This is an optimization exercise on Yosys and OpenROAD, whose aim is small area, a short achievable clock period and few clock cycles per item, not a production implementation. Where RTL was checked, it was by simulation tests only, not by an equivalence proof against the original. Power figures rest on the tool's default switching activity, not on a simulated workload.

the reference run:
==> flow/design.v <==
`timescale 1ns / 1ps
package sia_pkg;
    localparam logic [2:0] ACT_READ  = 3'd0;
    localparam logic [2:0] ACT_WRITE = 3'd1;
    localparam logic [2:0] ACT_ADD   = 3'd2;
    localparam logic [2:0] ACT_PREINC = 3'd3;
    localparam logic [2:0] ACT_POSTINC = 3'd4;
    localparam logic STAT_DONE = 1'b0;
    localparam logic STAT_FULL = 1'b1;
    typedef struct packed {
        logic        used;
        logic [31:0] index;
        logic [31:0] value;
    } entry_t;
    localparam int ENTRY_W = 1 + 32 + 32;   
    typedef struct packed {
        logic hit;
        logic free;
    } scan_flags_t;
    typedef enum logic [4:0] {
        ST_CLEAR  = 5'b00001,
        ST_IDLE   = 5'b00010,
        ST_SCAN   = 5'b00100,
        ST_DRAIN  = 5'b01000,
        ST_COMMIT = 5'b10000
    } state_t;
endpackage
`timescale 1ns / 1ps
module sia_ram #(
    parameter int WIDTH = 8,
    parameter int DEPTH = 16
) (
    input  logic                                   clk,
    input  logic                                   we,
    input  logic [(DEPTH > 1 ? $clog2(DEPTH) : 1)-1:0] waddr,
    input  logic [WIDTH-1:0]                       wdata,
    input  logic                                   re,
    input  logic [(DEPTH > 1 ? $clog2(DEPTH) : 1)-1:0] raddr,
    output logic [WIDTH-1:0]                       rdata
);
    logic [WIDTH-1:0] mem [DEPTH];
    always_ff @(posedge clk)
    begin
        if (we)
        begin
            mem[waddr] <= wdata;
        end
    end
    always_ff @(posedge clk)
    begin
        if (re)
        begin
            rdata <= mem[raddr];
        end
    end
endmodule
`timescale 1ns / 1ps
module sia_scan
#(
    parameter int AW = 4
) (
    input  logic               clk,
    input  logic               rst_n,
    input  logic               start,
    input  logic               chk_valid,
    input  logic [AW-1:0]      chk_addr,
    input  logic [sia_pkg::ENTRY_W-1:0] rd_data,
    input  logic [31:0]        key,
    output logic [1:0]         flags,
    output logic [AW-1:0]      hit_slot,
    output logic [AW-1:0]      free_slot,
    output logic [31:0]        hit_value
);
    sia_pkg::entry_t      ent;
    sia_pkg::scan_flags_t flags_reg;
    logic        match;
    logic        take_free;
    logic [AW-1:0] hit_slot_reg;
    logic [AW-1:0] free_slot_reg;
    logic [31:0]   hit_value_reg;
    assign ent       = sia_pkg::entry_t'(rd_data);
    assign match     = chk_valid && ent.used && (ent.index == key) && !flags_reg.hit;
    assign take_free = chk_valid && !ent.used && !flags_reg.free;
    always_ff @(posedge clk or negedge rst_n)
    begin
        if (!rst_n)
        begin
            flags_reg <= '0;
        end
        else if (start)
        begin
            flags_reg <= '0;
        end
        else
        begin
            if (match)
            begin
                flags_reg.hit <= 1'b1;
            end
            if (take_free)
            begin
                flags_reg.free <= 1'b1;
            end
        end
    end
    always_ff @(posedge clk)
    begin
        if (match)
        begin
            hit_slot_reg  <= chk_addr;
            hit_value_reg <= ent.value;
        end
        if (take_free)
        begin
            free_slot_reg <= chk_addr;
        end
    end
    assign flags     = flags_reg;
    assign hit_slot  = hit_slot_reg;
    assign free_slot = free_slot_reg;
    assign hit_value = hit_value_reg;
endmodule
`timescale 1ns / 1ps
module sparse_int_array_store
#(
    parameter int ENTRIES = 16
) (
    input  logic        clk,
    input  logic        rst_n,
    input  logic        req_valid,
    output logic        req_ready,
    input  logic [2:0]  req_action,
    input  logic [31:0] req_index,
    input  logic [31:0] req_operand,
    output logic        rsp_valid,
    input  logic        rsp_ready,
    output logic [31:0] rsp_result_value,
    output logic        rsp_status
);
    localparam int N = ENTRIES;
    logic [N-1:0] used;
    logic [31:0]  tidx [N];
    logic [31:0]  tval [N];
    logic         ready_q;       
    logic         busy_q;        
    logic         v0;
    logic [2:0]   act0;
    logic [31:0]  idx0;
    logic [31:0]  opnd0;
    logic [N-1:0] match0;
    logic         near0;
    logic         same0;
    logic         v1;
    logic [31:0]  idx1;
    logic [31:0]  p1;            
    logic [31:0]  g1;            
    logic         postinc1;
    logic         hit1;
    logic [N-1:0] match1;
    logic         same1;
    logic         store1;
    logic         resold1;
    logic         unused1;
    logic         lexists;
    logic [N-1:0] lslot;
    logic         hv, tv;
    logic [31:0]  hval, tval_q;
    logic         hst, tst;
    logic [N-1:0] match_in;
    logic         near_in;
    logic         same_in;
    always_comb
    begin
        for (int s = 0; s < N; s++)
            match_in[s] = used[s] && (tidx[s] == req_index);
        near_in = v1 && (req_index == idx1);
        same_in = v0 ? (req_index == idx0) : (v1 && !commit && (req_index == idx1));
    end
    logic [N-1:0] match;
    logic [31:0]  oldm;
    logic         hitm;
    logic         samem;
    logic [31:0]  addm;
    logic [31:0]  oldv;
    always_comb
    begin
        match = near0 ? (lslot & {N{lexists}}) : match0;
        oldm = '0;
        for (int s = 0; s < N; s++)
            oldm = oldm | (tval[s] & {32{match[s]}});
        hitm  = |match;
        samem = same0;
        case (act0)
            3'd1, 3'd2: addm = opnd0;
            3'd3, 3'd4: addm = 32'd1;
            default:    addm = 32'd0;
        endcase
        if (act0 == 3'd1)
            oldv = 32'd0;
        else if (samem)
            oldv = sum & {32{!failx}};
        else
            oldv = oldm;
    end
    logic [31:0]  sum;
    logic         zero;
    logic         nz;
    logic         hitc;
    logic [N-1:0] hslot;
    logic [N-1:0] fslot;
    logic         full;
    logic         failx;
    logic         fail;
    logic [N-1:0] slotc;
    logic [31:0]  res;
    logic         commit;
    logic         space1;
    logic         mv01;
    always_comb
    begin
        logic [31:0] g, p, gn, pn;
        g = g1;
        p = p1;
        for (int d = 1; d < 32; d = d * 2)
        begin
            gn = g;
            pn = p;
            for (int i = d; i < 32; i++)
            begin
                gn[i] = g[i] | (p[i] & g[i-d]);
                pn[i] = p[i] & p[i-d];
            end
            g = gn;
            p = pn;
        end
        sum = p1 ^ {g[30:0], 1'b0};
    end
    always_comb
    begin
        logic [31:0] x, c;
        x = p1;
        c = {p1[30:0] | g1[30:0], 1'b0};
        zero = &(~(x ^ c));
    end
    assign nz = !zero;
    assign hitc  = same1 ? lexists : hit1;
    assign hslot = same1 ? lslot : match1;
    assign full  = &used;
    always_comb
    begin
        fslot = '0;
        for (int s = N - 1; s >= 0; s--)
            if (!used[s])
                fslot = N'(1) << s;
    end
    assign failx = store1 && !hitc && full;
    assign fail  = failx && nz;
    assign slotc = hitc ? hslot : fslot;
    assign res   = (unused1 || fail) ? 32'd0 : (resold1 ? (p1 ^ {31'd0, postinc1}) : sum);
    logic pop;
    logic v0_n, v1_n, hv_n, tv_n, ready_n;
    assign commit = v1 && !tv;
    assign space1 = !v1 || commit;
    assign mv01   = v0 && space1;
    assign pop    = hv && rsp_ready;
    always_comb
    begin
        v0_n = ready_q ? req_valid : v0;
        v1_n = mv01 || (v1 && !commit);
        if (tv)
        begin
            hv_n = 1'b1;
            tv_n = !pop;
        end
        else if (hv)
        begin
            hv_n = !pop || commit;
            tv_n = !pop && commit;
        end
        else
        begin
            hv_n = commit;
            tv_n = 1'b0;
        end
        ready_n = !v0_n || !v1_n || !tv_n;
    end
    always_ff @(posedge clk or negedge rst_n)
    begin
        if (!rst_n)
        begin
            ready_q <= 1'b1;
            busy_q  <= 1'b0;
            v0      <= 1'b0;
            v1      <= 1'b0;
            hv      <= 1'b0;
            tv      <= 1'b0;
            used    <= '0;
        end
        else
        begin
            ready_q <= ready_n;
            busy_q  <= !ready_n;
            v0      <= v0_n;
            v1      <= v1_n;
            hv      <= hv_n;
            tv      <= tv_n;
            for (int s = 0; s < N; s++)
                if (commit && store1 && slotc[s])
                    used[s] <= nz;
        end
    end
    always_ff @(posedge clk)
    begin
        if (ready_q)
        begin
            act0  <= req_action;
            idx0  <= req_index;
            opnd0 <= req_operand;
            match0 <= match_in;
            near0 <= near_in;
            same0 <= same_in;
        end
        if (mv01)
        begin
            idx1    <= idx0;
            hit1    <= hitm;
            match1  <= match;
            same1   <= samem;
            store1  <= (act0 >= 3'd1) && (act0 <= 3'd4);
            resold1 <= (act0 == 3'd0) || (act0 == 3'd4);
            postinc1 <= (act0 == 3'd4);
            p1      <= oldv ^ addm;
            g1      <= oldv & addm;
            unused1 <= (act0 >= 3'd5);
        end
        if (commit)
        begin
            lslot   <= slotc;
            lexists <= store1 ? (nz && !fail) : hitc;
        end
        for (int s = 0; s < N; s++)
        begin
            if (fslot[s])
                tidx[s] <= idx1;
            if (commit && store1 && slotc[s])
                tval[s] <= sum;
        end
        if (commit)
        begin
            tval_q <= res;
            tst    <= fail;
        end
        if (!hv || pop)
        begin
            if (tv)
            begin
                hval <= tval_q;
                hst  <= tst;
            end
            else
            begin
                hval <= res;
                hst  <= fail;
            end
        end
    end
    assign req_ready        = !busy_q;
    assign rsp_valid        = hv;
    assign rsp_result_value = hval;
    assign rsp_status       = hst;
endmodule
clock: 9.0 ns
lec_check: 0
cap_margin: 20
core_margin: 2
core_utilization: 40
cts_cluster_diameter: 80
cts_cluster_size: 24
slew_margin: 20
standard.sh (not shown) runs the stock make flow with config.mk's settings and CLKGATE_MAP_FILE= SYNTH_SCRIPT=/design/flow/synth_recipe.tcl, a recipe that flattens the netlist after the stock synthesis.
==> flow/flow/run.sh <==
#!/bin/bash
set -euo pipefail
MARGIN=$(cat flow/margin.txt)
bash standard.sh synth > synth.log 2>&1
bash standard.sh SETUP_SLACK_MARGIN="$MARGIN" finish > layout.log 2>&1
==> flow/flow/margin.txt <==
6.0
The reference run reached the end of the flow, and the finished layout is clean on the timing, design-rule and antenna checks.
Testbench counts of the reference run, summed over its fixed seeds: cycles 8,024, items 8,000.
What the trial run does differently from the reference run at the input level:
--- a/flow/design.v
+++ b/flow/design.v
@@ -146,13 +146,12 @@
     logic         v0;
     logic [2:0]   act0;
     logic [31:0]  idx0;
     logic [31:0]  opnd0;
     logic [N-1:0] match0;
     logic         near0;
-    logic         same0;
     logic         v1;
     logic [31:0]  idx1;
     logic [31:0]  p1;            
     logic [31:0]  g1;            
     logic         postinc1;
     logic         hit1;
@@ -165,19 +164,17 @@
     logic [N-1:0] lslot;
     logic         hv, tv;
     logic [31:0]  hval, tval_q;
     logic         hst, tst;
     logic [N-1:0] match_in;
     logic         near_in;
-    logic         same_in;
     always_comb
     begin
         for (int s = 0; s < N; s++)
             match_in[s] = used[s] && (tidx[s] == req_index);
         near_in = v1 && (req_index == idx1);
-        same_in = v0 ? (req_index == idx0) : (v1 && !commit && (req_index == idx1));
     end
     logic [N-1:0] match;
     logic [31:0]  oldm;
     logic         hitm;
     logic         samem;
     logic [31:0]  addm;
@@ -186,13 +183,13 @@
     begin
         match = near0 ? (lslot & {N{lexists}}) : match0;
         oldm = '0;
         for (int s = 0; s < N; s++)
             oldm = oldm | (tval[s] & {32{match[s]}});
         hitm  = |match;
-        samem = same0;
+        samem = v1 && (idx0 == idx1);
         case (act0)
             3'd1, 3'd2: addm = opnd0;
             3'd3, 3'd4: addm = 32'd1;
             default:    addm = 32'd0;
         endcase
         if (act0 == 3'd1)
@@ -315,13 +312,12 @@
         begin
             act0  <= req_action;
             idx0  <= req_index;
             opnd0 <= req_operand;
             match0 <= match_in;
             near0 <= near_in;
-            same0 <= same_in;
         end
         if (mv01)
         begin
             idx1    <= idx0;
             hit1    <= hitm;
             match1  <= match;
Findings:
The clock share of power on the reference run is in line with that on the trial run. The run showing the greater power density over the cells is the trial run. Taking the reference run as the reference, in the trial run switching part of the total power went up 0.80 points; part of the Yosys area used for sequential elements now sits lower; pre-CTS worst setup slack picked up an extra 0.10 ns; global-route usage over all layers now sits lower. As of the trial run, wire length after detailed routing had fallen by a few percent compared to the reference run. Between the reference run and the trial run, the final clock period utilization by the worst path is lower for the reference run. Sort the reference run and the trial run by portion of netlist area occupied by mux cells asc -> top: the trial run. The trial run does worse than the reference run on post-layout worst setup margin. The trial run vs the reference run — wire length of the first global-routing pass dropped slightly. The trial run: total power higher than the reference run. The core utilization of the trial run falls short of that of the reference run by 0.72 points.
The RTL of the trial run was laid out without a check of its function.

========
Starts from the design.v that is shown in full above.
==> flow/config.mk <==
export PLATFORM = sky130hd
export DESIGN_NAME = sparse_int_array_store
export DESIGN_NICKNAME = sparse_int_array_store
export VERILOG_FILES = /design/flow/design.v
export SDC_FILE = /design/flow/constraint.sdc
export NUM_CORES = 4
export LEC_CHECK = 0
export CAP_MARGIN = 20
export CORE_MARGIN = 2
export CORE_UTILIZATION = 40
export SLEW_MARGIN = 20
==> flow/constraint.sdc <==
create_clock -name core_clock -period 9.0 [get_ports {clk}]
set_input_delay 1.8000 -clock core_clock [delete_from_list [all_inputs] [get_ports {clk}]]
set_output_delay 1.8000 -clock core_clock [all_outputs]
set_load 0.01 [all_outputs]
Scripts as last shown in full above: flow/flow/run.sh, flow/flow/margin.txt
The baseline passed the timing, design-rule and antenna checks.
Testbench counts at the start, summed over its fixed seeds: cycles 8,024, items 8,000.
Then changed:
--- a/flow/design.v
+++ b/flow/design.v
@@ -146,18 +146,16 @@
     logic         v0;
     logic [2:0]   act0;
     logic [31:0]  idx0;
     logic [31:0]  opnd0;
     logic [N-1:0] match0;
     logic         near0;
-    logic         same0;
     logic         v1;
     logic [31:0]  idx1;
-    logic [31:0]  p1;            
-    logic [31:0]  g1;            
-    logic         postinc1;
+    logic [31:0]  add1;
+    logic [31:0]  old1;          
     logic         hit1;
     logic [N-1:0] match1;
     logic         same1;
     logic         store1;
     logic         resold1;
     logic         unused1;
@@ -165,45 +163,36 @@
     logic [N-1:0] lslot;
     logic         hv, tv;
     logic [31:0]  hval, tval_q;
     logic         hst, tst;
     logic [N-1:0] match_in;
     logic         near_in;
-    logic         same_in;
     always_comb
     begin
         for (int s = 0; s < N; s++)
             match_in[s] = used[s] && (tidx[s] == req_index);
         near_in = v1 && (req_index == idx1);
-        same_in = v0 ? (req_index == idx0) : (v1 && !commit && (req_index == idx1));
     end
     logic [N-1:0] match;
     logic [31:0]  oldm;
     logic         hitm;
     logic         samem;
     logic [31:0]  addm;
-    logic [31:0]  oldv;
     always_comb
     begin
         match = near0 ? (lslot & {N{lexists}}) : match0;
         oldm = '0;
         for (int s = 0; s < N; s++)
             oldm = oldm | (tval[s] & {32{match[s]}});
         hitm  = |match;
-        samem = same0;
+        samem = v1 && (idx0 == idx1);
         case (act0)
             3'd1, 3'd2: addm = opnd0;
             3'd3, 3'd4: addm = 32'd1;
             default:    addm = 32'd0;
         endcase
-        if (act0 == 3'd1)
-            oldv = 32'd0;
-        else if (samem)
-            oldv = sum & {32{!failx}};
-        else
-            oldv = oldm;
     end
     logic [31:0]  sum;
     logic         zero;
     logic         nz;
     logic         hitc;
     logic [N-1:0] hslot;
@@ -216,33 +205,33 @@
     logic         commit;
     logic         space1;
     logic         mv01;
     always_comb
     begin
         logic [31:0] g, p, gn, pn;
-        g = g1;
-        p = p1;
+        g = old1 & add1;
+        p = old1 ^ add1;
         for (int d = 1; d < 32; d = d * 2)
         begin
             gn = g;
             pn = p;
             for (int i = d; i < 32; i++)
             begin
                 gn[i] = g[i] | (p[i] & g[i-d]);
                 pn[i] = p[i] & p[i-d];
             end
             g = gn;
             p = pn;
         end
-        sum = p1 ^ {g[30:0], 1'b0};
+        sum = (old1 ^ add1) ^ {g[30:0], 1'b0};
     end
     always_comb
     begin
         logic [31:0] x, c;
-        x = p1;
-        c = {p1[30:0] | g1[30:0], 1'b0};
+        x = old1 ^ add1;
+        c = {old1[30:0] | add1[30:0], 1'b0};
         zero = &(~(x ^ c));
     end
     assign nz = !zero;
     assign hitc  = same1 ? lexists : hit1;
     assign hslot = same1 ? lslot : match1;
     assign full  = &used;
@@ -253,13 +242,13 @@
             if (!used[s])
                 fslot = N'(1) << s;
     end
     assign failx = store1 && !hitc && full;
     assign fail  = failx && nz;
     assign slotc = hitc ? hslot : fslot;
-    assign res   = (unused1 || fail) ? 32'd0 : (resold1 ? (p1 ^ {31'd0, postinc1}) : sum);
+    assign res   = (unused1 || fail) ? 32'd0 : (resold1 ? old1 : sum);
     logic pop;
     logic v0_n, v1_n, hv_n, tv_n, ready_n;
     assign commit = v1 && !tv;
     assign space1 = !v1 || commit;
     assign mv01   = v0 && space1;
     assign pop    = hv && rsp_ready;
@@ -315,26 +304,29 @@
         begin
             act0  <= req_action;
             idx0  <= req_index;
             opnd0 <= req_operand;
             match0 <= match_in;
             near0 <= near_in;
-            same0 <= same_in;
         end
         if (mv01)
         begin
             idx1    <= idx0;
+            add1    <= addm;
             hit1    <= hitm;
             match1  <= match;
             same1   <= samem;
             store1  <= (act0 >= 3'd1) && (act0 <= 3'd4);
             resold1 <= (act0 == 3'd0) || (act0 == 3'd4);
-            postinc1 <= (act0 == 3'd4);
-            p1      <= oldv ^ addm;
-            g1      <= oldv & addm;
             unused1 <= (act0 >= 3'd5);
+            if (act0 == 3'd1)
+                old1 <= 32'd0;
+            else if (samem)
+                old1 <= sum & {32{!failx}};
+            else
+                old1 <= oldm;
         end
         if (commit)
         begin
             lslot   <= slotc;
             lexists <= store1 ? (nz && !fail) : hitc;
         end
Critical path depth rose by 3.
Non-clock buffer count rose by 3.
Utilization is about the same.
Via count fell by about 2.6%.
Synthesized area rose by 0.74%.
Total power rose by 2.3%.
Final area stays flat.
Combinational power rose by about 14%.
Routed wire length fell by 6.2%.
Sequential power fell by about 2%.
The RTL of the second run of this note was laid out without a check of its function.

-- port drivers added, routing unchanged --
The flow's constraints put no driver on any port. The routed layouts listed below were extracted and timed again, unchanged, in two steps. Step 1 (the two cells are an assumption about what drives the block):
set clk [get_ports {clk}]
set_driving_cell -lib_cell sky130_fd_sc_hd__clkbuf_16 $clk
set_driving_cell -lib_cell sky130_fd_sc_hd__buf_2 [delete_from_list [all_inputs] $clk]
Step 2, shift: input delay + t, output delay - t, t = (earliest + latest rising clock arrival at the registers) / 2. This alone moves slack from input paths to output paths. a / b / c = ideal / step 1 / step 2; a / b = the first two.
run | t (ns) | slack for setup (ns) | latest minus earliest clock arrival (ns)
the reference run | 0.774 | 5.680 / 5.680 / 5.194 | 0.041 / 0.041
the trial run | 0.746 | 5.599 / 5.599 / 5.213 | 0.052 / 0.052
the first run of note 2 | 0.853 | 5.623 / 5.623 / 5.178 | 0.040 / 0.039
the second run of note 2 | 0.849 | 5.597 / 5.597 / 5.175 | 0.040 / 0.041
After both steps every run listed still meets setup and hold. For the reference run, which loses most, drivers alone change the setup slack by 0.000 ns; drivers and shift together by -0.486 ns.
